This design comes from an exercise in tuning for small area, a short achievable clock period and few clock cycles per item on the open sky130 flow, not from production work. Function was checked by simulation only, so behaviour that the tests miss may differ from the original. No activity file was given, so power comes from the tool's default toggle rates.

## R
==> flow/design.v (excerpt) <==
module mips_core (
	input  logic                clk,
	input  logic                rst_n,
	input  logic                instr_valid,
	input  mips_pkg::word_t     instr,
	output logic                instr_credit,
	input  logic                res_credit,
	output logic                res_valid,
	output mips_pkg::reg_addr_t res_reg,
	output mips_pkg::word_t     res_data
);
For scale: ~4800 cells after synthesis, ~1400 flip-flops, ~75 I/O pins, roughly 62000 sq um of cells after synthesis.
clock: 7.0 ns
lec_check: 0
cap_margin: 20
core_margin: 2
core_utilization: 40
place_density: 0.45
setup_slack_margin: 4.3
slew_margin: 20
tns_end_percent: 0
run.sh (not shown) runs the stock make flow with config.mk's settings and CLKGATE_MAP_FILE= SYNTH_SCRIPT=/design/flow/synth_recipe.tcl, a recipe that flattens the netlist after the stock synthesis.
R finished every step from synthesis to the final layout, and the layout passed the timing, design-rule and antenna checks.
Testbench counts of R, summed over its fixed seeds: cycles 24,024, items 24,000.
--- input diff R..T ---
-- flow/design.v --
<<< R, line 45
	input  mips_pkg::word_t     rd_data_a,
	input  mips_pkg::word_t     rd_data_b,
	input  logic                wb_valid,
	input  mips_pkg::reg_addr_t wb_dest,
	input  mips_pkg::word_t     wb_data,
	output logic                ex_valid,
	output mips_pkg::reg_addr_t ex_dest,
>>> T, line 45
	input  mips_pkg::word_t     rd_data_a,
	input  mips_pkg::word_t     rd_data_b,
	output logic                ex_valid,
	output mips_pkg::reg_addr_t ex_dest,
<<< R, line 214
	input  logic                ex_sh_arith,
	input  logic [3:0]          ex_logic,
	output logic                wb_valid,
	output mips_pkg::reg_addr_t wb_dest,
	output mips_pkg::word_t     wb_data
);
	mips_pkg::word_t a;
>>> T, line 211
	input  logic                ex_sh_arith,
	input  logic [3:0]          ex_logic,
	output logic                wb_we,
	output mips_pkg::reg_addr_t wb_dest,
	output mips_pkg::word_t     wb_data,
	output logic                res_valid,
	output mips_pkg::reg_addr_t res_reg,
	output mips_pkg::word_t     res_data
);
	mips_pkg::word_t a;
<<< R, line 284
	end
	always_ff @(posedge clk or negedge rst_n) begin
		if (!rst_n)
			wb_valid <= 1'b0;
		else
			wb_valid <= ex_valid;
	end
	always_ff @(posedge clk) begin
>>> T, line 284
	end
	always_ff @(posedge clk or negedge rst_n) begin
		if (!rst_n) begin
			res_valid <= 1'b0;
			wb_we <= 1'b0;
		end else begin
			res_valid <= ex_valid;
			wb_we <= ex_valid && ex_dest != '0;
		end
	end
	always_ff @(posedge clk) begin
		if (ex_valid) begin
			res_reg <= ex_dest;
			res_data <= res;
		end
	end
	always_ff @(posedge clk) begin
<<< R, line 383
	logic                ex_sh_arith;
	logic [3:0]          ex_logic;
	logic                wb_valid;
	mips_pkg::reg_addr_t wb_dest;
	mips_pkg::word_t     wb_data;
>>> T, line 392
	logic                ex_sh_arith;
	logic [3:0]          ex_logic;
	logic                wb_we;
	mips_pkg::reg_addr_t wb_dest;
	mips_pkg::word_t     wb_data;
<<< R, line 393
		.nxt_byp_a(nxt_byp_a), .nxt_byp_b(nxt_byp_b),
		.rd_data_a(rd_data_a), .rd_data_b(rd_data_b),
		.wb_valid(wb_valid), .wb_dest(wb_dest), .wb_data(wb_data),
		.ex_valid(ex_valid), .ex_dest(ex_dest), .ex_a(ex_a), .ex_b(ex_b),
		.fwd_ap(fwd_ap), .fwd_an(fwd_an), .fwd_b(fwd_b), .fwd_amt(fwd_amt), .ex_amt(ex_amt),
>>> T, line 402
		.nxt_byp_a(nxt_byp_a), .nxt_byp_b(nxt_byp_b),
		.rd_data_a(rd_data_a), .rd_data_b(rd_data_b),
		.ex_valid(ex_valid), .ex_dest(ex_dest), .ex_a(ex_a), .ex_b(ex_b),
		.fwd_ap(fwd_ap), .fwd_an(fwd_an), .fwd_b(fwd_b), .fwd_amt(fwd_amt), .ex_amt(ex_amt),
<<< R, line 405
		.ex_add(ex_add), .ex_sub(ex_sub), .ex_slt(ex_slt), .ex_shift(ex_shift),
		.ex_sh_left(ex_sh_left), .ex_sh_arith(ex_sh_arith), .ex_logic(ex_logic),
		.wb_valid(wb_valid), .wb_dest(wb_dest), .wb_data(wb_data)
	);
	mips_regfile u_regfile (
>>> T, line 413
		.ex_add(ex_add), .ex_sub(ex_sub), .ex_slt(ex_slt), .ex_shift(ex_shift),
		.ex_sh_left(ex_sh_left), .ex_sh_arith(ex_sh_arith), .ex_logic(ex_logic),
		.wb_we(wb_we), .wb_dest(wb_dest), .wb_data(wb_data),
		.res_valid(res_valid), .res_reg(res_reg), .res_data(res_data)
	);
	mips_regfile u_regfile (
<<< R, line 412
		.nxt_byp_a(nxt_byp_a), .nxt_byp_b(nxt_byp_b),
		.rd_data_a(rd_data_a), .rd_data_b(rd_data_b),
		.wr_en(wb_valid), .wr_addr(wb_dest), .wr_data(wb_data)
	);
	assign res_valid = wb_valid;
	assign res_reg = wb_dest;
	assign res_data = wb_data;
endmodule
>>> T, line 421
		.nxt_byp_a(nxt_byp_a), .nxt_byp_b(nxt_byp_b),
		.rd_data_a(rd_data_a), .rd_data_b(rd_data_b),
		.wr_en(wb_we), .wr_addr(wb_dest), .wr_data(wb_data)
	);
endmodule
[summary]
- T went all the way through the flow, and no timing, DRC or antenna check failed.
- Diff T and R: final design instance area without fill higher in T
- T falls short of R in worst IR drop on VDD.
- [compare] base=R new=T: leakage component of the power rose 0.19 nW; total chip power rose 3.1%; worst-case register-to-register setup slack fell 0.03 ns.
Testbench counts of T, summed over its fixed seeds: cycles 24,024, items 24,000.

separate check: timing with driven ports:
How much do the figures lean on ideal ports? The routed layouts below were timed once more, with nothing changed but the port constraints.
Step 1 sets driving cells, clkbuf_16 on the clock port and buf_2 on the other inputs (assumed; they add their load-dependent delay and slew).
Step 2 times the ports against the registers' clock, not the clock port: input delays grow and output delays shrink by t, the midpoint of the rising clock arrivals with the driver on.
a / b / c = ideal ports / drivers / drivers and shift; a / b = the first two.
run | t (ns) | setup WS [ns] | worst setup path at the end | worst register clock-pin slew, ns
R | 0.865 | 3.573 / 3.554 / 3.036 | input to register | 0.07 / 0.07
T | 0.889 | 3.542 / 3.542 / 3.057 | input to register | 0.07 / 0.07
After both steps setup and hold are still met in every run listed. For R, which loses most, drivers alone change the setup slack by -0.019 ns; drivers and shift together by -0.537 ns.
